From an optimization exercise on the open Yosys and OpenROAD flow, aimed at small area, a short achievable clock period and few clock cycles per item; shortcuts taken in it are not production practice. At most, simulation tests tie the RTL to the original design; equivalence was not proved. Only the layout flow was run in run 1; the RTL was not checked for function there. Power and IR drop assume default switching activity.

File: flow/design.v
package mdfr_pkg;
  localparam int unsigned MAC_W     = 48;
  localparam int unsigned ID_W      = 16;
  localparam int unsigned KIND_W    = 8;
  localparam int unsigned ACT_W     = 3;
  localparam int unsigned OCC_W     = 5;
  localparam int unsigned ENTRIES_D = 16;
  localparam logic [KIND_W-1:0] KIND_BCAST    = 8'd1;
  localparam logic [KIND_W-1:0] KIND_TARGETED = 8'd2;
  localparam logic [ACT_W-1:0] ACT_OWN      = 3'd0;
  localparam logic [ACT_W-1:0] ACT_DUP      = 3'd1;
  localparam logic [ACT_W-1:0] ACT_DELIVER  = 3'd2;
  localparam logic [ACT_W-1:0] ACT_BCAST    = 3'd3;
  localparam logic [ACT_W-1:0] ACT_TARGETED = 3'd4;
  localparam logic [ACT_W-1:0] ACT_PASS     = 3'd5;
endpackage
import mdfr_pkg::*;
module mdfr_store #(
  parameter int unsigned ENTRIES = mdfr_pkg::ENTRIES_D
) (
  input  logic                        clk,
  input  logic                        rst,
  input  logic                        ins,         
  input  logic [mdfr_pkg::MAC_W-1:0]  f_origin,
  input  logic [mdfr_pkg::ID_W-1:0]   f_id,
  input  logic                        f_idnz,      
  output logic                        dup,         
  output logic [ENTRIES-1:0]          live,        
  output logic [ENTRIES-1:0]          live_ins     
);
  logic [mdfr_pkg::MAC_W-1:0] s_origin [ENTRIES];
  logic [mdfr_pkg::ID_W-1:0]  s_id     [ENTRIES];
  logic [ENTRIES-1:0]         nz;
  logic [ENTRIES-1:0]         hit;
  logic [ENTRIES-1:0]         nz_ins;
  always_comb begin
    for (int i = 0; i < ENTRIES; i++) begin
      hit[i] = live[i] && (s_id[i] == f_id) && (s_origin[i] == f_origin);
    end
  end
  assign dup = |hit;
  always_comb begin
    nz_ins[0] = f_idnz;
    for (int i = 1; i < ENTRIES; i++) begin
      nz_ins[i] = live[i-1] || nz[i];
    end
    live_ins[0] = nz_ins[0];
    for (int i = 1; i < ENTRIES; i++) begin
      live_ins[i] = live_ins[i-1] && nz_ins[i];
    end
  end
  always_ff @(posedge clk) begin
    if (ins) begin
      s_origin[0] <= f_origin;
      s_id[0]     <= f_id;
    end
    for (int i = 1; i < ENTRIES; i++) begin
      if (ins && live[i-1]) begin
        s_origin[i] <= s_origin[i-1];
        s_id[i]     <= s_id[i-1];
      end
    end
  end
  always_ff @(posedge clk) begin
    if (rst) begin
      nz   <= '0;
      live <= '0;
    end else if (ins) begin
      nz   <= nz_ins;
      live <= live_ins;
    end
  end
endmodule
import mdfr_pkg::*;
module mdfr_ctrl #(
  parameter int unsigned W = 8
) (
  input  logic         clk,
  input  logic         rst,
  input  logic         take,        
  input  logic         push,
  input  logic [W-1:0] push_data,
  output logic         in_ready,
  output logic         out_valid,
  input  logic         out_ready,
  output logic [W-1:0] out_data
);
  logic [W-1:0] q1, q2;
  logic [1:0]   fc;         
  logic [1:0]   cnt;        
  logic         pop;
  logic [1:0]   fc_pop, fc_next;
  logic [2:0]   cnt_next;
  assign pop      = out_valid && out_ready;
  assign fc_pop   = fc - {1'b0, pop};
  assign fc_next  = fc_pop + {1'b0, push};
  assign cnt_next = {1'b0, cnt} + {2'b0, take} - {2'b0, pop};
  always_ff @(posedge clk) begin
    if (rst) begin
      fc        <= '0;
      cnt       <= '0;
      out_valid <= 1'b0;
      in_ready  <= 1'b1;
    end else begin
      fc        <= fc_next;
      cnt       <= cnt_next[1:0];
      out_valid <= (fc_next != 2'd0);
      in_ready  <= (cnt_next <= 3'd2);
    end
  end
  always_ff @(posedge clk) begin
    if (push && fc_pop == 2'd0) out_data <= push_data;
    else if (pop)               out_data <= q1;
    if (push && fc_pop == 2'd1) q1 <= push_data;
    else if (pop)               q1 <= q2;
    if (push && fc_pop == 2'd2) q2 <= push_data;
  end
endmodule
import mdfr_pkg::*;
module mesh_duplicate_filter_relay_unit #(
  parameter int unsigned ENTRIES = mdfr_pkg::ENTRIES_D
) (
  input  logic                        clk,
  input  logic                        rst,
  input  logic                        cfg_we,
  input  logic [mdfr_pkg::MAC_W-1:0]  cfg_wdata,    
  input  logic                        s_tvalid,
  output logic                        s_tready,
  input  logic [159:0]                s_tdata,      
  input  logic [7:0]                  s_tuser,      
  output logic                        m_tvalid,
  input  logic                        m_tready,
  output logic [7:0]                  m_tdata,      
  output logic [2:0]                  m_tuser       
);
  logic [MAC_W-1:0]   self_mac;
  logic               take;
  logic               v1;
  logic [MAC_W-1:0]   origin1;
  logic [ID_W-1:0]    id1;
  logic               idnz1;
  logic [ACT_W-1:0]   act_new1;    
  logic [ACT_W-1:0]   act_new_in;
  logic               own, dup, ins;
  logic [ENTRIES-1:0] live, live_ins;
  logic [OCC_W-1:0]   occ;
  logic [ACT_W-1:0]   act;
  logic [7:0]         res_data;
  assign take = s_tvalid && s_tready;
  always_comb begin
    if (s_tdata[95:48] == self_mac)          act_new_in = ACT_DELIVER;
    else if (s_tuser == KIND_BCAST)          act_new_in = ACT_BCAST;
    else if (s_tuser == KIND_TARGETED)       act_new_in = ACT_TARGETED;
    else                                     act_new_in = ACT_PASS;
  end
  always_ff @(posedge clk) begin
    if (rst) begin
      self_mac <= '0;
      v1       <= 1'b0;
    end else begin
      if (cfg_we) self_mac <= cfg_wdata;
      v1 <= take;
    end
  end
  always_ff @(posedge clk) begin
    if (take) begin
      origin1  <= s_tdata[47:0];
      id1      <= s_tdata[111:96];
      idnz1    <= (s_tdata[111:96] != '0);
      act_new1 <= act_new_in;
    end
  end
  assign own = (origin1 == self_mac);
  assign ins = v1 && !own && !dup;
  mdfr_store #(.ENTRIES(ENTRIES)) u_store (
    .clk      (clk),
    .rst      (rst),
    .ins      (ins),
    .f_origin (origin1),
    .f_id     (id1),
    .f_idnz   (idnz1),
    .dup      (dup),
    .live     (live),
    .live_ins (live_ins)
  );
  always_comb begin
    occ = '0;
    for (int i = 0; i < ENTRIES; i++) begin
      occ = occ + OCC_W'(ins ? live_ins[i] : live[i]);
    end
  end
  assign act      = own ? ACT_OWN : (dup ? ACT_DUP : act_new1);
  assign res_data = {act, occ};
  logic [7:0] out_data;
  mdfr_ctrl #(.W(8)) u_ctrl (
    .clk       (clk),
    .rst       (rst),
    .take      (take),
    .push      (v1),
    .push_data (res_data),
    .in_ready  (s_tready),
    .out_valid (m_tvalid),
    .out_ready (m_tready),
    .out_data  (out_data)
  );
  assign m_tuser = out_data[7:5];
  assign m_tdata = {3'b000, out_data[4:0]};
endmodule
File: flow/run.sh
#!/bin/bash
# synth_recipe.tcl (not shown) runs the flow's synth.tcl, then flattens the netlist and writes it again
# the make line also repeats each setting of config.mk as NAME=value (left out here)
make -C /OpenROAD-flow-scripts/flow DESIGN_CONFIG=/design/flow/config.mk WORK_HOME=/design/flow/orfs CLKGATE_MAP_FILE= SYNTH_SCRIPT=/design/flow/synth_recipe.tcl finish
File: flow/config.mk
export PLATFORM = sky130hd
export DESIGN_NAME = mesh_duplicate_filter_relay_unit
export DESIGN_NICKNAME = mesh_duplicate_filter_relay_unit
export VERILOG_FILES = /design/flow/design.v
export SDC_FILE = /design/flow/constraint.sdc
export NUM_CORES = 4
export LEC_CHECK = 0
export CAP_MARGIN = 20
export CORE_MARGIN = 2
export CORE_UTILIZATION = 40
export SLEW_MARGIN = 20
File: flow/constraint.sdc
create_clock -name core_clock -period 6.0 [get_ports {clk}]
set_input_delay 1.2000 -clock core_clock [delete_from_list [all_inputs] [get_ports {clk}]]
set_output_delay 1.2000 -clock core_clock [all_outputs]
set_load 0.01 [all_outputs]
==> results of run 1 <==
[cells in the final DEF (no fill, tap or decap), types with 13 or more instances in the layout]
| cell type | count |
|---|---|
| clkbuf_1 | 32 |
| edfxtp_1 | 1116 |
| nor2b_1 | 23 |
| xor2_1 | 237 |
| nor4_2 | 13 |
| o221ai_1 | 17 |
| mux2i_1 | 53 |
| o22ai_1 | 32 |
| o21ai_0 | 29 |
| nand2b_1 | 54 |
| clkdlybuf4s50_1 | 180 |
| clkinv_1 | 27 |
| inv_1 | 90 |
| buf_12 | 106 |
| nand2_1 | 36 |
| xnor2_1 | 706 |
| nor4_1 | 104 |
| clkinv_2 | 24 |
| nand4_1 | 195 |
| a22o_1 | 37 |
| buf_4 | 915 |
| o2111ai_1 | 17 |
| nor3_1 | 16 |
| o2bb2ai_1 | 24 |
| clkbuf_16 | 141 |
| and2_2 | 13 |
| dfxtp_1 | 86 |
| xnor2_2 | 13 |
| nand3_1 | 20 |
| nor2_1 | 79 |
| buf_6 | 14 |
[report_power, final]
group | switching (uW) | total (uW) | internal (uW)
clock network | 3460 | 7990 | 4540
registers | 133 | 9430 | 9300
logic | 1830 | 3250 | 1420
[repair_timing]
action	4_1_cts	5_1_grt
endpoints found under the hold margin	0	0
pin swaps	31	11
hold buffers	0	0
endpoints found under the setup margin	15	14
resized for setup	70	25
buffers inserted	24	1
cloned	1	0
[stage by stage]
step | TNS [ns] | area, sq um
floorplan | 0 | 51400
global placement | -9.70 | 63100
detailed placement | -10.30 | 63100
CTS | -2.41 | 67800
global route | -4.81 | 68000
finish | -2.97 | 68000
[layer usage]
layer	vias to the layer above	global-route usage
met1	17400	0.363
met4	6	0.154
li1	14800	-
met3	407	0.0456
met2	1709	0.484
met5	-	0
[how the worst max path moves through the flow]
stage | depth (start not counted) | endpoint | startpoint
after detailed placement | 26 | u_ctrl.q1[4]$_DFFE_PP_ | origin1[47]$_DFFE_PP_
after global routing | 28 | u_ctrl.q1[4]$_DFFE_PP_ | origin1[47]$_DFFE_PP_
after global placement | 24 | u_ctrl.q1[4]$_DFFE_PP_ | id1[6]$_DFFE_PP_
after CTS | 28 | u_ctrl.q1[2]$_DFFE_PP_ | origin1[47]$_DFFE_PP_
final | 24 | u_ctrl.q1[4]$_DFFE_PP_ | origin1[45]$_DFFE_PP_
after floorplan | 24 | u_ctrl.q1[4]$_DFFE_PP_ | origin1[6]$_DFFE_PP_
[registers in the layout, summed over array words and instances, names as in the netlist, 2 cells and up]
| signal | flops |
|---|---|
| id1 | 16 |
| u_ctrl.out_data | 8 |
| u_ctrl.q1 | 8 |
| u_ctrl.cnt | 2 |
| u_store.s_id | 256 |
| act_new1 | 3 |
| origin1 | 48 |
| u_store.s_origin | 768 |
| u_ctrl.fc | 2 |
| self_mac | 48 |
| u_store.nz | 16 |
| u_ctrl.q2 | 8 |
| u_store.live | 15 |
[layout make-up]
type | instances | area share
timing repair buffer | 1220 | 0.162
clock buffer | 174 | 0.0539
tap | 1662 | 0.0306
antenna | 2 | 0.0000736
clock inverter | 70 | 0.00760
sequential | 1202 | 0.518
multi-input combinational | 1870 | 0.221
inverter | 107 | 0.00611
[cells by family after synthesis]
family	synth area share
buffers and inverters	0.0311
adder cells (fa/ha/maj)	0.00647
AND/OR/NAND/NOR	0.0664
multiplexers	0.0127
flip-flops	0.685
other	0.0000729
XOR/XNOR	0.163
AO/OA/AOI/OAI	0.0348
==> impl_metrics.tcl, run 1 <==
set metrics [dict create \
    syn_inst 3336 \
    initial_core_util 0.403 \
    synth_cell_types 67 \
    r2r_slack_ns -0.38 \
    worstReg2RegStart "origin1[45]$_DFFE_PP_" \
    fillers 10700 \
    drc 0 \
    dr_wl_met2_um 92800 \
    maxCapViolations 0 \
    clock-sinks 1202 \
    power_density_mw_per_mm2 304 \
    multi_input_area_sq_mm 0.0150 \
    min_period_over_period 1.06 \
    rows 131 \
    path_clk_slew_ns 0.06 \
    rsz0062_at_grt "yes" \
    seq_area_frac_synth 0.685 \
    grt_pass1_wl_um 262000 \
    wl_met3_um 13400 \
    start_kind "register" \
    dp_slack_ns -0.954 \
    post-route-util 0.533 \
    crit_path_frequent_cell "fa_1" \
    antenna_found_initial 10 \
    dieArea_sq_mm 0.131 \
    fmax_mhz 157 \
    report.final.slew_viol_count 0 \
    layout-drive-gt1-share 0.287 \
    layout.nets 4776 \
    so_faults "negative setup slack" \
    path_cells "buf_6, buf_4, xnor2_1, nand4_1, nor4_1, nand3_1, o32ai_1, buf_4, nor4_4, nand3_4, or2_4, inv_6, mux2_4, fa_1, fa_1, fa_1, inv_1, fa_1, inv_2, ha_4, fa_2, a21oi_2, nor2b_2, mux2_2" \
    grt_pass1_vias 34000 \
    yosysTopAreaCell "edfxtp_1" \
    required_ns 6.52 \
    slew_headroom 0.343 \
    overflow 0 \
    synthArstFlopShare 0 \
    avgSynthCellArea_sq_um 15.4 \
    synth_top_area_share 0.652 \
    ff2ff_path_depth 24 \
    cts_tree "built" \
    critPathKind "register to register" \
    hold_slack_ns 0.439 \
    drtIter0Drc 4031 \
    path_delay_family "adder cells" \
    dp_hpwl_um 146000 \
    yosysWarnings 5 \
    fin_crit_ns 6.38 \
    clockBufferDepth 3 \
    cp-end-kind "register" \
    routedWlPerCell_um 30.4 \
    m1WireLength_um 74400 \
    area_delta_synth_final_pct 32.2 \
    fin_ws_ns -0.375 \
    die_w_um 363 \
    vias 34300 \
    hold_viol 0 \
    ys_ff_latch 1202 \
    r2r_end "u_ctrl.q1[4]$_DFFE_PP_" \
    numCtsBuffers 134 \
    clk_latency_ns 0.78 \
    p_leak_uw 0.0240 \
    min-delay-start "u_store.s_origin[2][18]$_DFFE_PP_" \
    synth_commonest_cells "edfxtp_1, xnor2_1, xor2_1, nand4_1, nor4_1" \
    clock-root-buffer "clkbuf_16" \
    worst_pin_slew_ns 0.986 \
    final_cells 6307 \
    holdPathEnd "u_store.s_origin[3][18]$_DFFE_PP_" \
    arrival_ns 6.90 \
    grt_max_degree 77 \
    report.power.total_uw 20700 \
    setup_violations 12 \
    dr.pass1.iters 5 \
    highest_layer "met5" \
    synth_edf_count 1116 \
    crit_path_max_incr_delay_ns 0.55 \
    synth.most_common_cell "edfxtp_1" \
    peakVddDrop_mv 0.284 \
    ant_nets 0 \
    worst-path-buf-inv 6 \
    port_buffers 182 \
    whs_path_depth 0 \
    dp_cells 6036 \
    register_area_sq_mm 0.0352 \
    core_sq_mm 0.128 \
    die_y_um 363 \
    synth_area_sq_mm 0.0514 \
    slowest_stage "fa_1" \
    grt_util_all_layers 0.290 \
    hold_path_class "register to register" \
    ios 234 \
    finalClockSkew_ns 0.0334 \
    path_max_fanout 5 \
    ys.flop_type "edfxtp_1" \
    gp_congestion 0.968 \
    vias_per_cell 5.44 \
    htree_levels 4 \
    drt-total-wl_um 192000 \
    synth.area.top_cells "edfxtp_1, xnor2_1, xor2_1, dfxtp_1, nand4_1" \
    outcome "failed layout checks" \
]
==> run 2: changes to the inputs <==
--- a/flow/design.v
+++ b/flow/design.v
@@ -21,9 +21,9 @@
   input  logic                        clk,
   input  logic                        rst,
-  input  logic                        ins,         
-  input  logic [mdfr_pkg::MAC_W-1:0]  f_origin,
-  input  logic [mdfr_pkg::ID_W-1:0]   f_id,
-  input  logic                        f_idnz,      
+  input  logic [mdfr_pkg::MAC_W-1:0]  in_origin,
+  input  logic [mdfr_pkg::ID_W-1:0]   in_id,
+  input  logic                        cand,        
   output logic                        dup,         
+  output logic                        ins,         
   output logic [ENTRIES-1:0]          live,        
   output logic [ENTRIES-1:0]          live_ins     
@@ -32,12 +32,43 @@
   logic [mdfr_pkg::ID_W-1:0]  s_id     [ENTRIES];
   logic [ENTRIES-1:0]         nz;
+  logic [ENTRIES-1:0]         nz_ins;
+  logic [mdfr_pkg::MAC_W-1:0] f_origin;    
+  logic [mdfr_pkg::ID_W-1:0]  f_id;
+  logic                       f_idnz;
+  logic [ENTRIES-1:0]         hit_in;      
+  logic                       hit_prev_in; 
+  logic [ENTRIES-1:0]         hit_r;
+  logic                       hit_prev_r;
+  logic [ENTRIES-1:0]         moved;       
+  logic [ENTRIES-1:0]         shen;
   logic [ENTRIES-1:0]         hit;
-  logic [ENTRIES-1:0]         nz_ins;
   always_comb begin
     for (int i = 0; i < ENTRIES; i++) begin
-      hit[i] = live[i] && (s_id[i] == f_id) && (s_origin[i] == f_origin);
+      hit_in[i] = (s_id[i] == in_id) && (s_origin[i] == in_origin);
+    end
+  end
+  assign hit_prev_in = (f_id == in_id) && (f_origin == in_origin);
+  always_ff @(posedge clk) begin
+    f_origin   <= in_origin;
+    f_id       <= in_id;
+    f_idnz     <= (in_id != '0);
+    hit_r      <= hit_in;
+    hit_prev_r <= hit_prev_in;
+    moved      <= shen;
+  end
+  always_comb begin
+    hit[0] = live[0] && (moved[0] ? hit_prev_r : hit_r[0]);
+    for (int i = 1; i < ENTRIES; i++) begin
+      hit[i] = live[i] && (moved[i] ? hit_r[i-1] : hit_r[i]);
     end
   end
   assign dup = |hit;
+  assign ins = cand && !dup;
+  always_comb begin
+    shen[0] = ins;
+    for (int i = 1; i < ENTRIES; i++) begin
+      shen[i] = ins && live[i-1];
+    end
+  end
   always_comb begin
     nz_ins[0] = f_idnz;
@@ -51,10 +82,10 @@
   end
   always_ff @(posedge clk) begin
-    if (ins) begin
+    if (shen[0]) begin
       s_origin[0] <= f_origin;
       s_id[0]     <= f_id;
     end
     for (int i = 1; i < ENTRIES; i++) begin
-      if (ins && live[i-1]) begin
+      if (shen[i]) begin
         s_origin[i] <= s_origin[i-1];
         s_id[i]     <= s_id[i-1];
@@ -136,16 +167,17 @@
   logic [MAC_W-1:0]   self_mac;
   logic               take;
-  logic               v1;
-  logic [MAC_W-1:0]   origin1;
-  logic [ID_W-1:0]    id1;
-  logic               idnz1;
-  logic [ACT_W-1:0]   act_new1;    
+  logic               v2;          
+  logic               cand2;       
+  logic               own2;
+  logic [ACT_W-1:0]   act_new2;    
   logic [ACT_W-1:0]   act_new_in;
-  logic               own, dup, ins;
+  logic               own_in;
+  logic               dup, ins;
   logic [ENTRIES-1:0] live, live_ins;
   logic [OCC_W-1:0]   occ;
   logic [ACT_W-1:0]   act;
-  logic [7:0]         res_data;
-  assign take = s_tvalid && s_tready;
+  logic [7:0]         out_data;
+  assign take   = s_tvalid && s_tready;
+  assign own_in = (s_tdata[47:0] == self_mac);
   always_comb begin
     if (s_tdata[95:48] == self_mac)          act_new_in = ACT_DELIVER;
@@ -157,46 +189,46 @@
     if (rst) begin
       self_mac <= '0;
-      v1       <= 1'b0;
+      v2       <= 1'b0;
+      cand2    <= 1'b0;
     end else begin
       if (cfg_we) self_mac <= cfg_wdata;
-      v1 <= take;
-    end
-  end
-  always_ff @(posedge clk) begin
-    if (take) begin
-      origin1  <= s_tdata[47:0];
-      id1      <= s_tdata[111:96];
-      idnz1    <= (s_tdata[111:96] != '0);
-      act_new1 <= act_new_in;
-    end
-  end
-  assign own = (origin1 == self_mac);
-  assign ins = v1 && !own && !dup;
+      v2    <= take;
+      cand2 <= take && !own_in;
+    end
+  end
+  always_ff @(posedge clk) begin
+    own2     <= own_in;
+    act_new2 <= act_new_in;
+  end
   mdfr_store #(.ENTRIES(ENTRIES)) u_store (
-    .clk      (clk),
-    .rst      (rst),
-    .ins      (ins),
-    .f_origin (origin1),
-    .f_id     (id1),
-    .f_idnz   (idnz1),
-    .dup      (dup),
-    .live     (live),
-    .live_ins (live_ins)
+    .clk       (clk),
+    .rst       (rst),
+    .in_origin (s_tdata[47:0]),
+    .in_id     (s_tdata[111:96]),
+    .cand      (cand2),
+    .dup       (dup),
+    .ins       (ins),
+    .live      (live),
+    .live_ins  (live_ins)
   );
-  always_comb begin
-    occ = '0;
-    for (int i = 0; i < ENTRIES; i++) begin
-      occ = occ + OCC_W'(ins ? live_ins[i] : live[i]);
-    end
-  end
-  assign act      = own ? ACT_OWN : (dup ? ACT_DUP : act_new1);
-  assign res_data = {act, occ};
-  logic [7:0] out_data;
+  logic [OCC_W-1:0] occ_old, occ_new;
+  always_comb begin
+    occ_old = '0;
+    occ_new = '0;
+    for (int i = 0; i < ENTRIES - 1; i++) begin
+      if (live[i] && !live[i+1])         occ_old = OCC_W'(i + 1);
+      if (live_ins[i] && !live_ins[i+1]) occ_new = OCC_W'(i + 1);
+    end
+    if (live[ENTRIES-1])     occ_old = OCC_W'(ENTRIES);
+    if (live_ins[ENTRIES-1]) occ_new = OCC_W'(ENTRIES);
+  end
+  assign occ     = ins ? occ_new : occ_old;
+  assign act     = own2 ? ACT_OWN : (dup ? ACT_DUP : act_new2);
   mdfr_ctrl #(.W(8)) u_ctrl (
     .clk       (clk),
     .rst       (rst),
     .take      (take),
-    .push      (v1),
-    .push_data (res_data),
+    .push      (v2),
+    .push_data ({act, occ}),
     .in_ready  (s_tready),
     .out_valid (m_tvalid),
==> run 2 against run 1 <==
Compared with the run above: the run now finishes clean; non-clock buffer count fell by 955; register-to-register slack improved by 2.2 ns; utilization is 6.8 points lower; sequential share of layout area rose by 7.7 points; design area decreased by 13%.
==> impl_metrics.tcl, run 2 <==
set metrics [dict create \
    hold_slack_ns 0.441 \
    syn_inst 3364 \
    clk_latency_ns 0.73 \
    fin_ws_ns 1.87 \
    dpl-instance-area_sq_mm 0.0550 \
    yosysWarnings 5 \
    antenna_found_initial 0 \
    whs_path_depth 0 \
    core_sq_mm 0.127 \
    register_area_sq_mm 0.0353 \
    seq_area_frac_synth 0.688 \
    drc 0 \
    path_clk_slew_ns 0.06 \
    final_common_cell "xor2_1" \
    met3_usage 0.0298 \
    rows 131 \
    synth_edf_count 1048 \
    grtUsageMet1 0.260 \
    overflow 0 \
    top_usage_layer "met2" \
    port_buffers 182 \
    fillers 11000 \
    routedWlPerCell_um 27.1 \
    dieArea_sq_mm 0.131 \
    final_cell_area_sq_mm 0.0592 \
    rsz0062_at_grt "no" \
    largest_reg_flops 768 \
    ant_nets 0 \
    r2r_slack_ns 1.87 \
    drtIter0Drc 2011 \
    dp_hpwl_um 114000 \
    fin_crit_ns 4.13 \
    report.power.total_uw 18700 \
    grt_util_all_layers 0.222 \
    finalClockSkew_ns 0.0243 \
    arrival_ns 4.49 \
    dp_slack_ns 1.35 \
    initial_core_util 0.402 \
    slew_headroom 0.226 \
    layout-drive-gt1-share 0.0887 \
    synth.most_common_cell "xor2_1" \
    worst_pin_slew_ns 1.16 \
    vias 27200 \
    cp-end-kind "register" \
    largest-register "u_store.s_origin" \
    critPathKind "register to register" \
    vias_per_cell 5.06 \
    peakVddDrop_mv 0.273 \
    setup_violations 0 \
    synth_area_sq_mm 0.0512 \
    min_period_over_period 0.688 \
    drt-total-wl_um 146000 \
    final_cell_mix "xor2_1, edfxtp_1, nor4_1" \
    grt_max_degree 67 \
    reg_top3 "u_store.s_origin x768, u_store.s_id x256" \
    yosysTopAreaCell "edfxtp_1" \
    fmax_mhz 242 \
    outcome "finished clean" \
    avgSynthCellArea_sq_um 15.2 \
    required_ns 6.36 \
    synth_top_area_share 0.615 \
    min-delay-start "u_store.f_origin[0]$_DFF_P_" \
    synthArstFlopShare 0 \
    cts_tree "built" \
    post_cts_resize_count 0 \
    synth_commonest_cells "xor2_1, edfxtp_1, nor4_1, dfxtp_1, clkbuf_1" \
    ios 234 \
    area_delta_synth_final_pct 15.6 \
    dr.pass1.iters 5 \
    synth.area.top_cells "edfxtp_1, xor2_1, dfxtp_1, nor4_1, mux2i_1" \
    grt_pass1_wl_um 204000 \
    r2r_end "u_store.s_id[15][4]$_DFFE_PP_" \
    clock-sinks 1237 \
    cts_setup_buffers 0 \
    hold_path_class "register to register" \
    ys.flop_type "edfxtp_1" \
    holdPathEnd "u_store.s_origin[0][0]$_DFFE_PP_" \
    gp_congestion 0.962 \
    clock-root-buffer "clkbuf_16" \
    multi_input_area_sq_mm 0.0153 \
    grt_pass1_vias 27400 \
    p_leak_uw 0.0206 \
    maxCapViolations 0 \
    setup_tns_ns 0 \
    synth_cell_types 58 \
    report.final.slew_viol_count 0 \
    hold_viol 0 \
    worstReg2RegStart "u_store.moved[1]$_DFF_P_" \
    layout.nets 3828 \
    ys_ff_latch 1237 \
    path_max_fanout 45 \
    die_w_um 362 \
    use_met2 0.400 \
    numCtsBuffers 135 \
    ctsHoldBuffers 0 \
    start_kind "register" \
    die_y_um 362 \
    power_density_mw_per_mm2 316 \
    clockBufferDepth 3 \
    htree_levels 4 \
    ff2ff_path_depth 7 \
]
[run 2: cell count changes in the layout (fill, tap and decap cells not counted), moves of 49 or more]
cell,before,now
xnor2_1,706,2
xor2_1,237,1186
nand4_1,195,77
dfxtp_1,86,189
inv_1,90,28
buf_4,915,83
nand2b_1,54,5
edfxtp_1,1116,1048
buf_12,106,0
nor4_1,104,316
[run 2: cells by family (layout without fill, tap and decap cells)]
logic type	Yosys count	after routing	share of synthesized area
and+or+nand+nor	584	584	0.0653
xor gates and xnor gates	1188	1188	0.203
muxes	88	88	0.0176
buffers and inverters	194	536	0.0148
adders and majority gates	5	5	0.00137
DFF	1237	1237	0.688
other	1	5	0.0000732
AOI/OAI and AO/OA	67	67	0.00921
[run 2: cell type report]
| type | count | share of cell area |
|---|---|---|
| Clock buffer | 188 | 0.0625 |
| Inverter | 28 | 0.00178 |
| Tap cell | 1662 | 0.0351 |
| Clock inverter | 55 | 0.00837 |
| Multi-Input combinational cell | 1935 | 0.258 |
| Antenna cell | 2 | 0.0000845 |
| Timing Repair Buffer | 265 | 0.0389 |
| Sequential cell | 1237 | 0.595 |
[run 2: per-layer routing]
| metal | part of all wire | vias up |
|---|---|---|
| met5 | 0 | - |
| met4 | 0.052 | 0 |
| met3 | 0.038 | 259 |
| met2 | 0.51 | 785 |
| met1 | 0.39 | 13400 |
| li1 | - | 12700 |
[run 2: worst max-delay path, stage by stage (launching register included)]
cell     delay, ns
dfxtp_1       0.32
mux2_1        0.32
a22oi_1       0.48
nand4_2       0.48
nor3_4        0.23
buf_4         0.53
and2_2        0.77
buf_4         0.56
[run 2: worst max path at each step]
stage	from	end
2_1_floorplan	u_store.moved[2]$_DFF_P_	u_store.moved[13]$_DFF_P_
3_3_place_gp	s_tdata[17]	u_store.hit_r[7]$_DFF_P_
3_5_place_dp	s_tdata[17]	u_store.hit_r[7]$_DFF_P_
4_1_cts	u_store.moved[1]$_DFF_P_	u_store.s_origin[15][12]$_DFFE_PP_
5_1_grt	u_store.moved[1]$_DFF_P_	u_store.s_origin[15][12]$_DFFE_PP_
6_report	u_store.moved[1]$_DFF_P_	u_store.s_id[15][4]$_DFFE_PP_
[run 2: power breakdown]
group | switching, uW | internal, uW | total [uW] | leakage, uW
Clock | 3320 | 4610 | 7940 | 0.00204
Sequential | 103 | 9390 | 9490 | 0.0110
Combinational | 819 | 469 | 1290 | 0.00757
[run 2: through the flow]
step,utilization,std cells
6_report,0.465,5372
3_5_place_dp,0.432,5127
4_1_cts,0.465,5370
2_1_floorplan,-,3366
5_1_grt,0.465,5370
3_3_place_gp,0.432,5127
Testbench counts of run 2, summed over its fixed seeds: cycles 3,216, items 3,200.
==> run 3: changes to the inputs <==
--- a/flow/config.mk
+++ b/flow/config.mk
@@ -6,6 +6,8 @@
 export NUM_CORES = 4
 export LEC_CHECK = 0
+export ABC_CLOCK_PERIOD_IN_PS = 2600
 export CAP_MARGIN = 20
 export CORE_MARGIN = 2
 export CORE_UTILIZATION = 40
+export SETUP_SLACK_MARGIN = 3.4
 export SLEW_MARGIN = 20
==> run 3 against run 2 <==
Compared with the run above: maximum frequency increased by 51%; sequential share of layout area down 1.7 points; cell count is 1.5% higher; count of clock-buffer cells in the layout shrank 5; die area unchanged; utilization grew 1.4 points; flip-flop and latch count unchanged; routed wire length increased by 14%; critical path type is now input port to register; highest routed layer unchanged.
==> impl_metrics.tcl, run 3 <==
set metrics [dict create \
    vias_per_cell 5.36 \
    setup_tns_ns 0 \
    grt_util_all_layers 0.249 \
    clockBufferDepth 3 \
    initial_core_util 0.402 \
    layout-drive-gt1-share 0.138 \
    routedWlPerCell_um 30.5 \
    die_y_um 362 \
    use_met2 0.437 \
    report.power.total_uw 18800 \
    ant_nets 0 \
    overflow 0 \
    maxCapViolations 0 \
    synthSimpleGateAreaFrac 0.0653 \
    synthMuxAreaShare 0.0176 \
    dpl-instance-area_sq_mm 0.0551 \
    reg_top3 "u_store.s_origin x768, u_store.s_id x256" \
    hold_path_class "register to register" \
    dp_hpwl_um 120000 \
    met3_usage 0.0310 \
    grtUsageMet1 0.285 \
    slew_headroom 0.275 \
    slowest_stage "nor4_1" \
    final_common_cell "xor2_1" \
    top_usage_layer "met2" \
    final_cell_mix "xor2_1, edfxtp_1, nor4_1" \
    yosysTopAreaCell "edfxtp_1" \
    drc 0 \
    path_delay_family "simple AND/OR/NAND/NOR gates" \
    grt_max_degree 67 \
    synth.area.top_cells "edfxtp_1, xor2_1, dfxtp_1, nor4_1, mux2i_1" \
    min_period_over_period 0.457 \
    crit_path_max_incr_delay_ns 0.72 \
    worst-path-buf-inv 2 \
    register_area_sq_mm 0.0353 \
    seq_area_frac_synth 0.688 \
    rows 131 \
    numCtsBuffers 134 \
    cts_tree "built" \
    gp_congestion 0.930 \
    ios 234 \
    multi_input_area_sq_mm 0.0161 \
    peakVddDrop_mv 0.278 \
    ctsHoldBuffers 0 \
    synthArstFlopShare 0 \
    path_clk_slew_ns 0.06 \
    arrival_ns 3.33 \
    clk_latency_ns 0.77 \
    drtIter0Drc 2595 \
    synth_top_area_share 0.615 \
    synth_area_sq_mm 0.0512 \
    path_cells "buf_4, buf_4, xor2_1, nor4_1, nand4_1, nor4_4" \
    synth_top_family_by_area "XOR/XNOR gates" \
    crit_path_frequent_cell "buf_4" \
    ys.flop_type "edfxtp_1" \
    largest-register "u_store.s_origin" \
    area_delta_synth_final_pct 19.1 \
    synth_fa_ha_area_frac 0.00137 \
    post-route-util 0.479 \
    drt-total-wl_um 167000 \
    layout.nets 3909 \
    setup_violations 0 \
    synth_commonest_cells "xor2_1, edfxtp_1, nor4_1, dfxtp_1, clkbuf_1" \
    outcome "finished clean" \
    fillers 11000 \
    core_sq_mm 0.127 \
    path_max_fanout 13 \
    worst_pin_slew_ns 1.09 \
    yosysWarnings 5 \
    ys_ff_latch 1237 \
    vias 29200 \
    finalClockSkew_ns 0.0448 \
    syn_inst 3364 \
    synth_cell_types 58 \
    port_buffers 182 \
    grt_pass1_wl_um 226000 \
    hold_viol 0 \
    power_density_mw_per_mm2 308 \
    die_w_um 362 \
    fin_crit_ns 2.74 \
    clock-root-buffer "clkbuf_16" \
    critPathKind "input port to register" \
    rsz0062_at_grt "yes" \
    largest_reg_flops 768 \
    dieArea_sq_mm 0.131 \
    report.final.slew_viol_count 0 \
    synth_edf_count 1048 \
    clock-sinks 1237 \
    avgSynthCellArea_sq_um 15.2 \
    start_kind "input port" \
    fmax_mhz 365 \
    required_ns 6.59 \
    grt_pass1_vias 29700 \
    synth.most_common_cell "xor2_1" \
    cp-end-kind "register" \
    antenna_found_initial 1 \
    dr.pass1.iters 6 \
    synth-compound-area-share 0.00921 \
    final_cell_area_sq_mm 0.0610 \
    htree_levels 4 \
    synth_xor_area_frac 0.203 \
    p_leak_uw 0.0214 \
]
run 3: changes by cell type in the layout (fill, tap and decap cells not counted), moves of 7 or more:
cell and change:
mux2_4 +7, nor4_4 +25, buf_2 -15, clkdlybuf4s50_1 -40
and2_4 +29, buf_12 +20, clkinv_2 +7, buf_6 +18
dfxtp_1 -10, nor4_2 +32, buf_4 +41, nor4_1 -57
run 3: layout make-up:
| class | instances | share of cell area |
|---|---|---|
| diodes | 1 | 0.0000410 |
| well taps | 1662 | 0.0341 |
| clock buffers | 183 | 0.0593 |
| inverters | 28 | 0.00172 |
| multi-input cells | 1958 | 0.265 |
| clock inverters | 62 | 0.00839 |
| flip-flops and latches | 1237 | 0.578 |
| repair buffers | 324 | 0.0531 |
run 3: repair_timing:
item                                    in CTS  in global routing
setup buffers                               20                 31
endpoints found under the setup margin     976                755
gates cloned                                21                  7
pin swaps                                   22                 19
gates resized for setup                    234                 55
run 3: metal layers:
| metal | up-vias | routed length (um) |
|---|---|---|
| li1 | 12900 | - |
| met5 | - | 0 |
| met4 | 0 | 13300 |
| met1 | 14800 | 62300 |
| met2 | 1089 | 83800 |
| met3 | 406 | 7150 |
run 3: cells by family (layout without fill, tap and decap cells):
family                   count (synthesis)  after routing
AND/OR/NAND/NOR                        584            607
buffers and inverters                  194            597
flip-flops                            1237           1237
multiplexers                            88             88
adder cells (fa/ha/maj)                  5              5
AO/OA/AOI/OAI                           67             67
other                                    1              4
XOR/XNOR                              1188           1188
run 3: final timing paths:
kind | startpoint | end | slack, ns | depth (start not counted)
setup / recovery | s_tdata[100] | u_store.hit_r[1]$_DFF_P_ | 3.26 | 6
hold / removal | u_store.f_origin[9]$_DFF_P_ | u_store.s_origin[0][9]$_DFFE_PP_ | 0.44 | 0
setup reg to reg | u_store.moved[0]$_DFF_P_ | u_store.s_origin[3][44]$_DFFE_PP_ | 3.44 | 8
hold reg to reg | u_store.f_origin[9]$_DFF_P_ | u_store.s_origin[0][9]$_DFFE_PP_ | 0.44 | 0
run 3: power by group:
part	internal [uW]	total [uW]	switching, uW
combinational	542	1460	916
sequential	9390	9500	116
clock	4360	7840	3470
run 3: per-stage QoR:
step | worst slack [ns] | hold WS [ns] | cells
after floorplan | 2.26 | 0.428 | 3366
final | 3.26 | 0.444 | 5455
after global placement | 1.48 | 0.431 | 5130
after global routing | 3.37 | 0.451 | 5454
after detailed placement | 1.48 | 0.434 | 5130
after CTS | 3.28 | 0.445 | 5416
==> run 4: changes to the inputs <==
--- a/flow/config.mk
+++ b/flow/config.mk
@@ -6,8 +6,9 @@
 export NUM_CORES = 4
 export LEC_CHECK = 0
-export ABC_CLOCK_PERIOD_IN_PS = 2600
+export ABC_CLOCK_PERIOD_IN_PS = 2400
 export CAP_MARGIN = 20
 export CORE_MARGIN = 2
-export CORE_UTILIZATION = 40
-export SETUP_SLACK_MARGIN = 3.4
+export CORE_UTILIZATION = 65
+export HOLD_SLACK_MARGIN = 0
+export SETUP_SLACK_MARGIN = 3.6
 export SLEW_MARGIN = 20
==> run 4 against run 3 <==
Compared with the run above: power decreased by 1.2%; synthesized cell count unchanged; setup slack better by 0.12 ns; sequential share of layout area decreased by 1.7 points; via count grew 7.5%; utilization increased by 33 points; maximum frequency rose by 4.4%; count of clock-buffer cells in the layout is 33 lower; design area is 3.1% higher; clock power fell by 7.5%; non-clock buffer count up 155; hold slack gained 0.0014 ns.
==> impl_metrics.tcl, run 4 <==
set metrics [dict create \
    outcome "finished clean" \
    grt_pass1_vias 31000 \
    maxCapViolations 0 \
    final_cell_mix "xor2_1, edfxtp_1, nor4_1" \
    grt_max_degree 87 \
    synth_commonest_cells "xor2_1, edfxtp_1, nor4_1, dfxtp_1, clkbuf_1" \
    ys.flop_type "edfxtp_1" \
    final_common_cell "xor2_1" \
    startpoint "u_store.live[8]$_SDFFE_PP0P_" \
    ant_nets 0 \
    synth.area.top_cells "edfxtp_1, xor2_1, dfxtp_1, nor4_1, mux2i_1" \
    register_area_sq_mm 0.0353 \
    peakVddDrop_mv 0.396 \
    synth_top_family_by_area "XOR/XNOR gates" \
    grt_pass1_wl_um 224000 \
    required_ns 6.44 \
    synth_area_sq_mm 0.0512 \
    die_w_um 285 \
    rows 102 \
    path_clk_slew_ns 0.07 \
    synth-compound-area-share 0.00921 \
    slew_headroom 0.218 \
    power_density_mw_per_mm2 296 \
    yosysWarnings 5 \
    dieArea_sq_mm 0.0810 \
    final_cell_area_sq_mm 0.0628 \
    synth_cell_types 58 \
    rsz0062_at_grt "yes" \
    worstReg2RegStart "u_store.live[8]$_SDFFE_PP0P_" \
    dr.pass1.iters 6 \
    drc 0 \
    cp-end-kind "register" \
    power_switching_uw 4470 \
    initial_core_util 0.659 \
    path_max_fanout 18 \
    syn_inst 3364 \
    largest-register "u_store.s_origin" \
    synthSimpleGateAreaFrac 0.0653 \
    finalClockSkew_ns 0.0307 \
    die_y_um 285 \
    synth_xor_area_frac 0.203 \
    report.final.slew_viol_count 0 \
    power_frac_comb 0.098 \
    start_kind "register" \
    swShare 0.241 \
    grt_util_all_layers 0.401 \
    overflow 0 \
    dp_hpwl_um 112000 \
    numCtsBuffers 118 \
    min-delay-start "u_store.f_origin[20]$_DFF_P_" \
    crit_path_frequent_cell "mux2_4" \
    setup_tns_ns 0 \
    ys_ff_latch 1237 \
    path_cells "o22ai_1, nor3_1, nand3_1, o311a_1, mux2_4, mux2_4" \
    synth_edf_count 1048 \
    gp_congestion 1.06 \
    drt-total-wl_um 169000 \
    hold_viol 0 \
    synthArstFlopShare 0 \
    antenna_found_initial 1 \
    clock-root-buffer "clkbuf_16" \
    htree_levels 3 \
    clockBufferDepth 3 \
    hold_path_class "register to register" \
    crit_path_max_incr_delay_ns 0.67 \
    multi_input_area_sq_mm 0.0170 \
    synth_fa_ha_area_frac 0.00137 \
    cts_tree "built" \
    avgSynthCellArea_sq_um 15.2 \
    arrival_ns 3.06 \
    vias_per_cell 6.30 \
    synth_top_area_share 0.615 \
    p_leak_uw 0.0225 \
    path_delay_family "simple AND/OR/NAND/NOR gates" \
    min_period_over_period 0.437 \
    largest_reg_flops 768 \
    internal_power_uw 14100 \
    critPathKind "register to register" \
    clk_latency_ns 0.70 \
    core_sq_mm 0.0777 \
    slowest_stage "dfxtp_2" \
    synth.most_common_cell "xor2_1" \
    routedWlPerCell_um 33.9 \
    dpl-instance-area_sq_mm 0.0546 \
    fin_crit_ns 2.62 \
    reg_top3 "u_store.s_origin x768, u_store.s_id x256" \
    port_buffers 182 \
    layout-drive-gt1-share 0.202 \
    ios 234 \
    yosysTopAreaCell "edfxtp_1" \
    worst_pin_slew_ns 1.17 \
    vias 31400 \
    fillers 4079 \
    ctsHoldBuffers 0 \
    drtIter0Drc 4023 \
    synthMuxAreaShare 0.0176 \
    fmax_mhz 381 \
    area_delta_synth_final_pct 22.7 \
    seqPwrFrac 0.511 \
    seq_area_frac_synth 0.688 \
    clock-sinks 1237 \
    layout.nets 4070 \
    setup_violations 0 \
    worst-path-buf-inv 0 \
    clockPowerShare 0.390 \
]
-- run 4: metal layers --
| layer | GRT usage | vias to the layer above | part of all wire |
|---|---|---|---|
| li1 | - | 13200 | - |
| met1 | 0.455 | 15500 | 0.32 |
| met2 | 0.677 | 2073 | 0.49 |
| met3 | 0.0566 | 595 | 0.078 |
| met4 | 0.332 | 0 | 0.11 |
| met5 | 0 | - | 0 |
-- run 4: kinds of logic after synthesis --
kind of cell / count (synthesis)
XOR/XNOR: 1188
flip-flops: 1237
AND/OR/NAND/NOR: 584
buffers and inverters: 194
multiplexers: 88
other: 1
adder cells (fa/ha/maj): 5
AO/OA/AOI/OAI: 67
-- run 4: through the flow --
step | hold WS (ns) | instances | setup slack (ns) | util | power, uW
2_1_floorplan | 0.428 | 3366 | 2.26 | - | 10400
3_3_place_gp | 0.430 | 4530 | 1.48 | 0.703 | 11000
3_5_place_dp | 0.434 | 4530 | 1.56 | 0.702 | 11000
4_1_cts | 0.439 | 4891 | 3.47 | 0.789 | 18400
5_1_grt | 0.449 | 4987 | 3.30 | 0.809 | 19000
6_report | 0.446 | 4988 | 3.38 | 0.809 | 18600
-- run 4: repair_timing --
item,in CTS,in global routing
endpoints found under the hold margin,0,0
endpoints found under the setup margin,1151,1095
resized for setup,507,174
pin swaps,53,48
setup buffers,91,57
cloned,47,39
-- run 4: worst register-to-register path, stage by stage, from the launching register on --
cell and delay, ns:
dfxtp_2 0.67, o22ai_1 0.20, nor3_1 0.42, nand3_1 0.26
o311a_1 0.22, mux2_4 0.32, mux2_4 0.28
-- run 4: cell type report --
type | instances | share of cell area
sequential | 1237 | 0.562
multi-input combinational | 1980 | 0.270
timing repair buffer | 479 | 0.0860
clock buffer | 150 | 0.0496
tap | 1040 | 0.0207
clock inverter | 73 | 0.0104
inverter | 28 | 0.00175
antenna | 1 | 0.0000398
-- run 4: path summary, 6_finish.rpt --
path / slack (ns) / endpoint / depth (start not counted)
worst min register to register: 0.45 / u_store.s_origin[0][20]$_DFFE_PP_ / 0
worst max-delay path: 3.38 / u_ctrl.out_data[2]$_DFFE_PP_ / 6
worst max register to register: 3.38 / u_ctrl.out_data[2]$_DFFE_PP_ / 6
worst min-delay path: 0.45 / u_store.s_origin[0][20]$_DFFE_PP_ / 0
-- run 4: power groups by stage --
stage               clock network, uW  registers, uW  logic (uW)
floorplan                           0           9640         726
global placement                    0           9660        1290
detailed placement                  0           9680        1330
CTS                              7230           9500        1650
global route                     7600           9510        1870
finish                           7250           9510        1820
==> run 5: changes to the inputs <==
--- a/flow/config.mk
+++ b/flow/config.mk
@@ -9,6 +9,10 @@
 export CAP_MARGIN = 20
 export CORE_MARGIN = 2
-export CORE_UTILIZATION = 65
+export CORE_UTILIZATION = 55
+export CTS_BUF_LIST = sky130_fd_sc_hd__clkbuf_16
+export CTS_CLUSTER_DIAMETER = 80
+export CTS_CLUSTER_SIZE = 30
 export HOLD_SLACK_MARGIN = 0
 export SETUP_SLACK_MARGIN = 3.6
 export SLEW_MARGIN = 20
+export TNS_END_PERCENT = 5
==> run 5 against run 4 <==
Compared with the run above: critical path depth is 3 higher; clock skew grew 0.012 ns; non-clock buffer count down 100; count of clock-buffer cells in the layout fell by 93; combinational power is about 10% lower; die area up 18%; register-to-register slack is essentially flat; design area shrank 4.5%; synthesized cell count did not move; critical path type unchanged; largest power group unchanged.
==> impl_metrics.tcl, run 5 <==
set metrics [dict create \
    port_buffers 182 \
    synthSimpleGateAreaFrac 0.0653 \
    arrival_ns 3.00 \
    worst_pin_slew_ns 0.971 \
    cp-end-kind "register" \
    synth-compound-area-share 0.00921 \
    slowest_stage "a22oi_2" \
    synth.area.top_cells "edfxtp_1, xor2_1, dfxtp_1, nor4_1, mux2i_1" \
    synth.most_common_cell "xor2_1" \
    dr.pass1.iters 5 \
    hold_path_class "register to register" \
    grt_pass1_vias 29400 \
    gp_congestion 1.04 \
    overflow 0 \
    rows 111 \
    final_cell_mix "xor2_1, edfxtp_1, nor4_1" \
    setup_violations 0 \
    ys.flop_type "edfxtp_1" \
    layout-drive-gt1-share 0.152 \
    clockBufferDepth 3 \
    worst-path-buf-inv 5 \
    dieArea_sq_mm 0.0956 \
    fin_crit_ns 2.62 \
    path_delay_family "buffers and inverters" \
    area_delta_synth_final_pct 17.2 \
    whs_path_depth 0 \
    crit_path_frequent_cell "buf_4" \
    fmax_mhz 382 \
    routedWlPerCell_um 32.4 \
    rsz0062_at_grt "yes" \
    path_cells "mux2_4, a22oi_2, nand4_4, buf_4, buf_4, buf_4, nor4_4, buf_6, buf_12" \
    holdPathEnd "u_store.s_origin[5][7]$_DFFE_PP_" \
    core_sq_mm 0.0919 \
    htree_levels 2 \
    avgSynthCellArea_sq_um 15.2 \
    grt_pass1_wl_um 217000 \
    largest_reg_flops 768 \
    ant_nets 0 \
    largest-register "u_store.s_origin" \
    start_kind "register" \
    drtIter0Drc 2810 \
    report.final.slew_viol_count 0 \
    worstReg2RegStart "u_store.moved[1]$_DFF_P_" \
    numCtsBuffers 53 \
    clk_latency_ns 0.70 \
    maxCapViolations 0 \
    cts_tree "built" \
    antenna_found_initial 2 \
    min_period_over_period 0.436 \
    ctsHoldBuffers 0 \
    fillers 6633 \
    ys_ff_latch 1237 \
    die_w_um 309 \
    power_density_mw_per_mm2 262 \
    layout.nets 3875 \
    vias_per_cell 5.83 \
    finalClockSkew_ns 0.0432 \
    hold_slack_ns 0.457 \
    outcome "finished clean" \
    seq_area_frac_synth 0.688 \
    r2r_end "u_store.s_id[6][15]$_DFFE_PP_" \
    clock-root-buffer "clkbuf_16" \
    drt-total-wl_um 160000 \
    final_common_cell "xor2_1" \
    grt_max_degree 87 \
    ios 234 \
    grt_util_all_layers 0.333 \
    setup_tns_ns 0 \
    synthArstFlopShare 0 \
    syn_inst 3364 \
    synth_top_family_by_area "XOR/XNOR gates" \
    synth_fa_ha_area_frac 0.00137 \
    min-delay-start "u_store.s_origin[4][7]$_DFFE_PP_" \
    critPathKind "register to register" \
    path_clk_slew_ns 0.12 \
    drc 0 \
    yosysTopAreaCell "edfxtp_1" \
    yosysWarnings 5 \
    synth_cell_types 58 \
    synth_edf_count 1048 \
    peakVddDrop_mv 0.296 \
    crit_path_max_incr_delay_ns 0.38 \
    synthMuxAreaShare 0.0176 \
    hold_viol 0 \
    reg_top3 "u_store.s_origin x768, u_store.s_id x256" \
    ff2ff_path_depth 9 \
    initial_core_util 0.557 \
    vias 28800 \
    slew_headroom 0.353 \
    dp_hpwl_um 114000 \
    synth_commonest_cells "xor2_1, edfxtp_1, nor4_1, dfxtp_1, clkbuf_1" \
    r2r_slack_ns 3.38 \
    die_y_um 309 \
    synth_xor_area_frac 0.203 \
    path_max_fanout 33 \
    p_leak_uw 0.0212 \
    required_ns 6.38 \
    synth_area_sq_mm 0.0512 \
    clock-sinks 1237 \
    synth_top_area_share 0.615 \
]
==> run 5: how the worst max path moves through the flow <==
stage,start,endpoint,slack (ns),depth (start not counted)
3_3_place_gp,s_tdata[39],u_store.hit_prev_r$_DFF_P_,1.29,5
4_1_cts,u_ctrl.out_data[0]$_DFFE_PP_,m_tdata[0],3.44,1
3_5_place_dp,s_tdata[103],u_store.hit_r[0]$_DFF_P_,1.37,5
6_report,u_store.moved[1]$_DFF_P_,u_store.s_id[6][15]$_DFFE_PP_,3.38,9
5_1_grt,u_store.moved[1]$_DFF_P_,u_store.s_origin[8][42]$_DFFE_PP_,3.34,9
2_1_floorplan,u_store.moved[9]$_DFF_P_,u_store.s_id[7][0]$_DFFE_PP_,2.26,4
==> run 5: what timing repair did <==
action	CTS	global route
pin swaps	79	16
setup endpoints to repair	1138	1125
setup buffers	72	12
resized for setup	525	48
gates cloned	37	11
hold endpoints to repair	0	0
==> run 5: report_power, final <==
group / total, uW / internal, uW / switching (uW)
sequential: 9480 / 9370 / 112
clock: 4620 / 1850 / 2760
combinational: 1630 / 635 / 997
==> run 5: per-layer routing <==
layer	global-route usage	routed length [um]
met1	0.375	56900
met3	0.0358	7190
met4	0.248	14200
met5	0	0
met2	0.584	81500
==> run 5: per-stage QoR <==
step                area [sq um]  utilization  std cells  total power [uW]  setup slack [ns]
floorplan                  51400            -       3366             10400              2.26
global placement           54600        0.593       4704             10900              1.29
detailed placement         54600        0.594       4705             11000              1.37
CTS                        59500        0.647       4910             15700              3.44
global route               60000        0.653       4933             16100              3.34
finish                     60000        0.653       4934             15700              3.38
==> run 5: logic make-up (layout without fill, tap and decap cells) <==
group	after synthesis	in the layout
adders and majority gates	5	5
muxes	88	88
AOI/OAI and AO/OA	67	67
DFF	1237	1237
xor gates and xnor gates	1188	1188
buffers and inverters	194	503
other	1	4
and+or+nand+nor	584	599
==> run 5: area by class of cell <==
cell class                 instances  area (sq um)  share of cell area
tap                             1243          1560              0.0259
inverter                          28           108             0.00179
clock inverter                    39           332             0.00552
antenna                            1          2.50           0.0000417
sequential                      1237         35300               0.588
multi-input combinational       1950         16800               0.280
clock buffer                      57          1430              0.0238
timing repair buffer             379          4520              0.0753
==> run 5: worst register-to-register path, delay by kind of cell, from the launching register on <==
kind	cells	cell delay, ns
DFF	1	0.35
and+or+nand+nor	2	0.41
muxes	1	0.30
buffers and inverters	5	0.88
AOI/OAI and AO/OA	1	0.38
==> run 6: changes to the inputs <==
--- a/flow/config.mk
+++ b/flow/config.mk
@@ -16,3 +16,2 @@
 export SETUP_SLACK_MARGIN = 3.6
 export SLEW_MARGIN = 20
-export TNS_END_PERCENT = 5
==> run 6 against run 5 <==
Compared with the run above: still clean on timing, DRC and antenna; sequential share of layout area is 1.7 points lower; maximum frequency is 0.61% lower; utilization is 2.0 points higher; first-iteration DRC count is 4.0% lower; routed wire length is 4.6% higher; die area stayed put; power is 0.61% higher; hold slack better by 0.0049 ns; largest power group unchanged.
==> impl_metrics.tcl, run 6 <==
set metrics [dict create \
    rsz0062_at_grt "yes" \
    crit_path_end "u_ctrl.out_data[2]$_DFFE_PP_" \
    cts_tree "built" \
    drtIter0Drc 2699 \
    dp_slack_ns 1.43 \
    rows 111 \
    report.final.slew_viol_count 0 \
    core_sq_mm 0.0919 \
    r2r_end "u_ctrl.out_data[2]$_DFFE_PP_" \
    power_density_mw_per_mm2 256 \
    yosysTopAreaCell "edfxtp_1" \
    peakVddDrop_mv 0.306 \
    vias 29500 \
    clock-root-buffer "clkbuf_16" \
    maxCapViolations 0 \
    die_w_um 309 \
    path_clk_slew_ns 0.11 \
    drt-total-wl_um 167000 \
    r2r_slack_ns 3.36 \
    area_delta_synth_final_pct 20.7 \
    dp_hpwl_um 115000 \
    setup_violations 0 \
    synth_edf_count 1048 \
    slew_headroom 0.335 \
    fin_ws_ns 3.36 \
    vias_per_cell 5.82 \
    port_buffers 182 \
    cp-end-kind "register" \
    synth_cell_types 58 \
    post-route-util 0.672 \
    die_y_um 309 \
    multi_input_area_sq_mm 0.0172 \
    layout-drive-gt1-share 0.189 \
    ys.flop_type "edfxtp_1" \
    grt_util_all_layers 0.347 \
    syn_inst 3364 \
    worst_pin_slew_ns 0.998 \
    initial_core_util 0.557 \
    path_max_fanout 7 \
    grt_pass1_vias 30200 \
    drc 0 \
    grt_pass1_wl_um 225000 \
    dieArea_sq_mm 0.0956 \
    critPathKind "register to register" \
    synth_commonest_cells "xor2_1, edfxtp_1, nor4_1, dfxtp_1, clkbuf_1" \
    final_common_cell "xor2_1" \
    largest_reg_flops 768 \
    arrival_ns 3.08 \
    seq_area_frac_synth 0.688 \
    worstReg2RegStart "u_store.moved[1]$_DFF_P_" \
    avgSynthCellArea_sq_um 15.2 \
    finalClockSkew_ns 0.0230 \
    register_area_sq_mm 0.0353 \
    clockBufferDepth 3 \
    ant_nets 0 \
    hold_viol 0 \
    final_cell_mix "xor2_1, edfxtp_1, nor4_1" \
    synth.area.top_cells "edfxtp_1, xor2_1, dfxtp_1, nor4_1, mux2i_1" \
    synthArstFlopShare 0 \
    hold_path_class "register to register" \
    antenna_found_initial 3 \
    min_period_over_period 0.439 \
    routedWlPerCell_um 33.0 \
    synth.most_common_cell "xor2_1" \
    whs_path_depth 0 \
    clock-sinks 1237 \
    setup_tns_ns 0 \
    numCtsBuffers 52 \
    layout.nets 4011 \
    start_kind "register" \
    synth_top_area_share 0.615 \
    p_leak_uw 0.0222 \
    yosysWarnings 5 \
    reg_top3 "u_store.s_origin x768, u_store.s_id x256" \
    clk_latency_ns 0.70 \
    synth_area_sq_mm 0.0512 \
    dr.pass1.iters 5 \
    largest-register "u_store.s_origin" \
    dp_cells 4715 \
    final_cells 5070 \
    htree_levels 2 \
    fillers 6466 \
    fin_crit_ns 2.64 \
    ios 234 \
    startpoint "u_store.moved[1]$_DFF_P_" \
    gp_congestion 1.00 \
    ys_ff_latch 1237 \
    overflow 0 \
    grt_max_degree 87 \
    fmax_mhz 379 \
    ff2ff_path_depth 9 \
    required_ns 6.45 \
    hold_slack_ns 0.462 \
    outcome "finished clean" \
]
## run 6: cell types whose count changed in the layout (fill, tap and decap cells not counted), sizes merged, moves of 2 or more
cell and change:
buf +111, and2 +29, clkdlybuf4s50 -21, dlymetal6s2s +14, clkdlybuf4s15 -7, clkbuf +6
clkinv +2, dlygate4sd2 +2
## run 6: how the worst min path moves through the flow
stage,startpoint,end,slack [ns]
floorplan,u_store.f_id[0]$_DFF_P_,u_store.s_id[0][0]$_DFFE_PP_,0.43
global placement,u_store.f_origin[12]$_DFF_P_,u_store.s_origin[0][12]$_DFFE_PP_,0.43
detailed placement,u_store.f_origin[14]$_DFF_P_,u_store.s_origin[0][14]$_DFFE_PP_,0.43
CTS,u_store.f_origin[14]$_DFF_P_,u_store.s_origin[0][14]$_DFFE_PP_,0.46
global route,u_store.s_id[7][9]$_DFFE_PP_,u_store.s_id[8][9]$_DFFE_PP_,0.46
finish,u_store.f_origin[11]$_DFF_P_,u_store.s_origin[0][11]$_DFFE_PP_,0.46
## run 6: metal layers
layer	GRT usage	vias up	share of wire
met2	0.606	1201	0.50
li1	-	13000	-
met4	0.281	2	0.10
met5	0	-	0.000096
met1	0.386	14800	0.35
met3	0.0385	406	0.047
## run 6: cell type report
| cell class | instances | share of cell area |
|---|---|---|
| tap | 1243 | 0.0252 |
| sequential | 1237 | 0.571 |
| inverter | 28 | 0.00178 |
| antenna | 1 | 0.0000405 |
| timing repair buffer | 487 | 0.0959 |
| clock buffer | 53 | 0.0215 |
| clock inverter | 42 | 0.00569 |
| multi-input combinational | 1979 | 0.279 |
## run 6: critical path: stages, from the launching register on
cell and delay (ns):
dfxtp_2 0.34, mux2_4 0.29, a22oi_2 0.37, nand4_4 0.17, nor3_4 0.17, buf_6 0.14, buf_6 0.11, buf_12 0.16
mux2_4 0.35, mux2_4 0.27
## run 6: per-stage QoR
step / cell area (sq um) / total power, uW
2_1_floorplan: 51400 / 10400
3_3_place_gp: 54600 / 11000
3_5_place_dp: 54600 / 11000
4_1_cts: 60800 / 15700
5_1_grt: 61800 / 16200
6_report: 61800 / 15800
## run 6: kinds of logic after synthesis
kind of cell,Yosys count,synth area share
xor gates and xnor gates,1188,0.203
adders and majority gates,5,0.00137
DFF,1237,0.688
muxes,88,0.0176
AOI/OAI and AO/OA,67,0.00921
buffers and inverters,194,0.0148
other,1,0.0000732
and+or+nand+nor,584,0.0653
## run 6: what timing repair did
action / CTS / global route
hold buffers: 0 / 0
pin swaps: 98 / 59
endpoints found under the setup margin: 1134 / 1102
gates cloned: 65 / 23
hold endpoints to repair: 0 / 0
buffers inserted: 149 / 22
resized for setup: 636 / 128
## run 6: power by group
part | internal, uW | switching [uW]
Clock | 1780 | 2730
Combinational | 755 | 1080
Sequential | 9370 | 118
Total | 11900 | 3920
==> run 7: changes to the inputs <==
--- a/flow/config.mk
+++ b/flow/config.mk
@@ -6,12 +6,12 @@
 export NUM_CORES = 4
 export LEC_CHECK = 0
-export ABC_CLOCK_PERIOD_IN_PS = 2400
+export ABC_CLOCK_PERIOD_IN_PS = 2700
 export CAP_MARGIN = 20
 export CORE_MARGIN = 2
-export CORE_UTILIZATION = 55
+export CORE_UTILIZATION = 50
 export CTS_BUF_LIST = sky130_fd_sc_hd__clkbuf_16
 export CTS_CLUSTER_DIAMETER = 80
 export CTS_CLUSTER_SIZE = 30
 export HOLD_SLACK_MARGIN = 0
-export SETUP_SLACK_MARGIN = 3.6
+export SETUP_SLACK_MARGIN = 3.3
 export SLEW_MARGIN = 20
==> run 7 against run 6 <==
Compared with the run above: still clean; routed wire length decreased by 0.67%; synthesized cell count unchanged; global-route usage down 3.3 points; count of clock-buffer cells in the layout grew 5; sequential share of layout area increased by 4.2 points; non-clock buffer count shrank 194; power is 0.82% lower; clock skew up 0.014 ns; largest power group unchanged.
==> impl_metrics.tcl, run 7 <==
set metrics [dict create \
    outcome "finished clean" \
    clk_latency_ns 0.71 \
    dp_cells 4836 \
    synth.area.top_cells "edfxtp_1, xor2_1, dfxtp_1, nor4_1, mux2i_1" \
    dp_hpwl_um 120000 \
    die_w_um 324 \
    path_cells "buf_2, xor2_1, nor4_2, nand4_1, nor4_4" \
    rsz0062_at_grt "yes" \
    final_cell_area_sq_mm 0.0576 \
    grt_max_degree 87 \
    gp_congestion 0.961 \
    routedWlPerCell_um 33.4 \
    cp-end-kind "register" \
    synth.most_common_cell "xor2_1" \
    arrival_ns 3.43 \
    maxCapViolations 0 \
    drt-total-wl_um 166000 \
    layout.nets 3792 \
    yosysTopAreaCell "edfxtp_1" \
    worst_pin_slew_ns 1.04 \
    port_buffers 182 \
    dpl-instance-area_sq_mm 0.0547 \
    drc 0 \
    post-route-util 0.566 \
    report.final.slew_viol_count 0 \
    final_cell_mix "xor2_1, edfxtp_1, nor4_1" \
    vias_per_cell 5.84 \
    setup_violations 0 \
    dieArea_sq_mm 0.105 \
    layout-drive-gt1-share 0.0994 \
    slowest_stage "buf_2" \
    synthArstFlopShare 0 \
    crit_path_max_incr_delay_ns 0.74 \
    dr.pass1.iters 5 \
    largest_reg_flops 768 \
    final_cells 4979 \
    avgSynthCellArea_sq_um 15.2 \
    core_sq_mm 0.102 \
    grt_util_all_layers 0.315 \
    antenna_cells 0 \
    largest-register "u_store.s_origin" \
    min_period_over_period 0.476 \
    die_y_um 324 \
    syn_inst 3364 \
    final_common_cell "xor2_1" \
    seq_area_frac_synth 0.688 \
    setup_tns_ns 0 \
    required_ns 6.57 \
    initial_core_util 0.503 \
    path_max_fanout 19 \
    fin_crit_ns 2.86 \
    synth_edf_count 1048 \
    hold_viol 0 \
    clock-sinks 1237 \
    grt_pass1_wl_um 227000 \
    synth_cell_types 58 \
    synth_top_area_share 0.615 \
    overflow 0 \
    critPathKind "input port to register" \
    synth_commonest_cells "xor2_1, edfxtp_1, nor4_1, dfxtp_1, clkbuf_1" \
    clock-root-buffer "clkbuf_16" \
    numCtsBuffers 54 \
    hold_path_class "register to register" \
    vias 29100 \
    rows 117 \
    peakVddDrop_mv 0.303 \
    antenna_found_initial 1 \
    drtIter0Drc 3388 \
    area_delta_synth_final_pct 12.4 \
    ios 234 \
    ctsHoldBuffers 0 \
    grt_pass1_vias 28900 \
    synth_area_sq_mm 0.0512 \
    yosysWarnings 5 \
    ys_ff_latch 1237 \
    path_clk_slew_ns 0.11 \
    ys.flop_type "edfxtp_1" \
    power_density_mw_per_mm2 273 \
    reg_top3 "u_store.s_origin x768, u_store.s_id x256" \
    ant_nets 0 \
    htree_levels 2 \
    clockBufferDepth 3 \
    p_leak_uw 0.0199 \
    finalClockSkew_ns 0.0367 \
    cts_tree "built" \
    slew_headroom 0.309 \
    fmax_mhz 350 \
    start_kind "input port" \
]
==> run 7: cell counts after synthesis <==
No cell type changed its count.
==> run 7: per-stage QoR <==
| step | total power, uW | hold slack [ns] | worst slack [ns] |
|---|---|---|---|
| detailed placement | 11000 | 0.434 | 1.57 |
| finish | 15700 | 0.452 | 3.14 |
| CTS | 15700 | 0.453 | 3.06 |
| global route | 16100 | 0.457 | 3.21 |
| floorplan | 10400 | 0.428 | 2.26 |
| global placement | 11000 | 0.431 | 1.50 |
==> run 7: power by group <==
group          switching [uW]  internal, uW
logic                     905           518
registers                 114          9380
clock network            2850          1930
total                    3870         11800
==> run 7: critical path, delay by kind of cell <==
kind                   cells  cell delay (ns)
XOR/XNOR                   1             0.19
buffers and inverters      1             0.74
AND/OR/NAND/NOR            3             1.23
==> run 7: final timing paths <==
path	cells past startpoint	end	startpoint	slack, ns
hold reg to reg	0	u_store.s_origin[0][47]$_DFFE_PP_	u_store.f_origin[47]$_DFF_P_	0.45
setup reg to reg	6	u_store.s_origin[7][4]$_DFFE_PP_	u_store.hit_r[9]$_DFF_P_	3.33
setup / recovery	5	u_store.hit_r[14]$_DFF_P_	s_tdata[23]	3.14
hold / removal	0	u_store.s_origin[0][47]$_DFFE_PP_	u_store.f_origin[47]$_DFF_P_	0.45
==> run 7: area by class of cell <==
class	instances	area [sq um]
flip-flops and latches	1237	35300
repair buffers	293	2810
fillers	8162	44200
well taps	1368	1710
clock inverters	43	393
clock buffers	58	1450
inverters	28	105
multi-input cells	1952	15800
==> run 7: cell families (layout without fill, tap and decap cells) <==
family,Yosys count,in the layout,share of synthesized area
simple gates,584,601,0.0653
xor+xnor,1188,1188,0.203
fa+ha+maj,5,5,0.00137
other cells,1,3,0.0000732
compound gates,67,67,0.00921
flops,1237,1237,0.688
buf+inv,194,422,0.0148
mux,88,88,0.0176
==> run 7: timing repair <==
action,4_1_cts,5_1_grt
cloned,18,1
resized for setup,154,45
pin swaps,11,4
setup endpoints to repair,967,399
setup buffers,12,11
==> run 7: routing by layer <==
layer	global-route usage	vias to the layer above	wire, um
li1	-	12600	-
met1	0.404	15000	65600
met2	0.537	1262	82200
met3	0.0342	314	8710
met4	0.150	2	9590
met5	0	-	13

==> port drivers added, routing unchanged <==
In the flow no input, the clock included, has a driving cell. The finished layouts below were timed again as built, in two steps.
Step 1 (the two cells are an assumption about what drives the block):
set clk [get_ports {clk}]
set_driving_cell -lib_cell sky130_fd_sc_hd__clkbuf_16 $clk
set_driving_cell -lib_cell sky130_fd_sc_hd__buf_2 [delete_from_list [all_inputs] $clk]
Step 2 also shifts input and output timing later by t, the mid clock arrival at the registers, as if the neighbouring blocks saw the same clock.
Three values: ideal, step 1, step 2; two values: the first two.
run	shift t [ns]	setup WS [ns]	hold WS [ns]	worst slew at a driven data input, ns	pins driven straight from the clock port
run 1	0.843	-0.375 / -0.375 / -0.375	0.439 / 0.439 / 0.439	0.06	1
run 2	0.790	1.871 / 1.871 / 1.279	0.441 / 0.441 / 0.441	0.07	1
run 3	0.815	3.260 / 3.304 / 2.489	0.444 / 0.444 / 0.444	0.09	1
run 4	0.760	3.376 / 3.376 / 2.752	0.446 / 0.446 / 0.446	0.07	1
run 5	0.755	3.381 / 3.381 / 2.786	0.457 / 0.457 / 0.457	0.06	1
run 6	0.762	3.365 / 3.365 / 2.794	0.462 / 0.462 / 0.462	0.10	1
run 7	0.766	3.142 / 3.176 / 2.411	0.452 / 0.452 / 0.452	0.08	1
For run 3, which loses most, drivers alone change the setup slack by +0.044 ns; drivers and shift together by -0.771 ns.
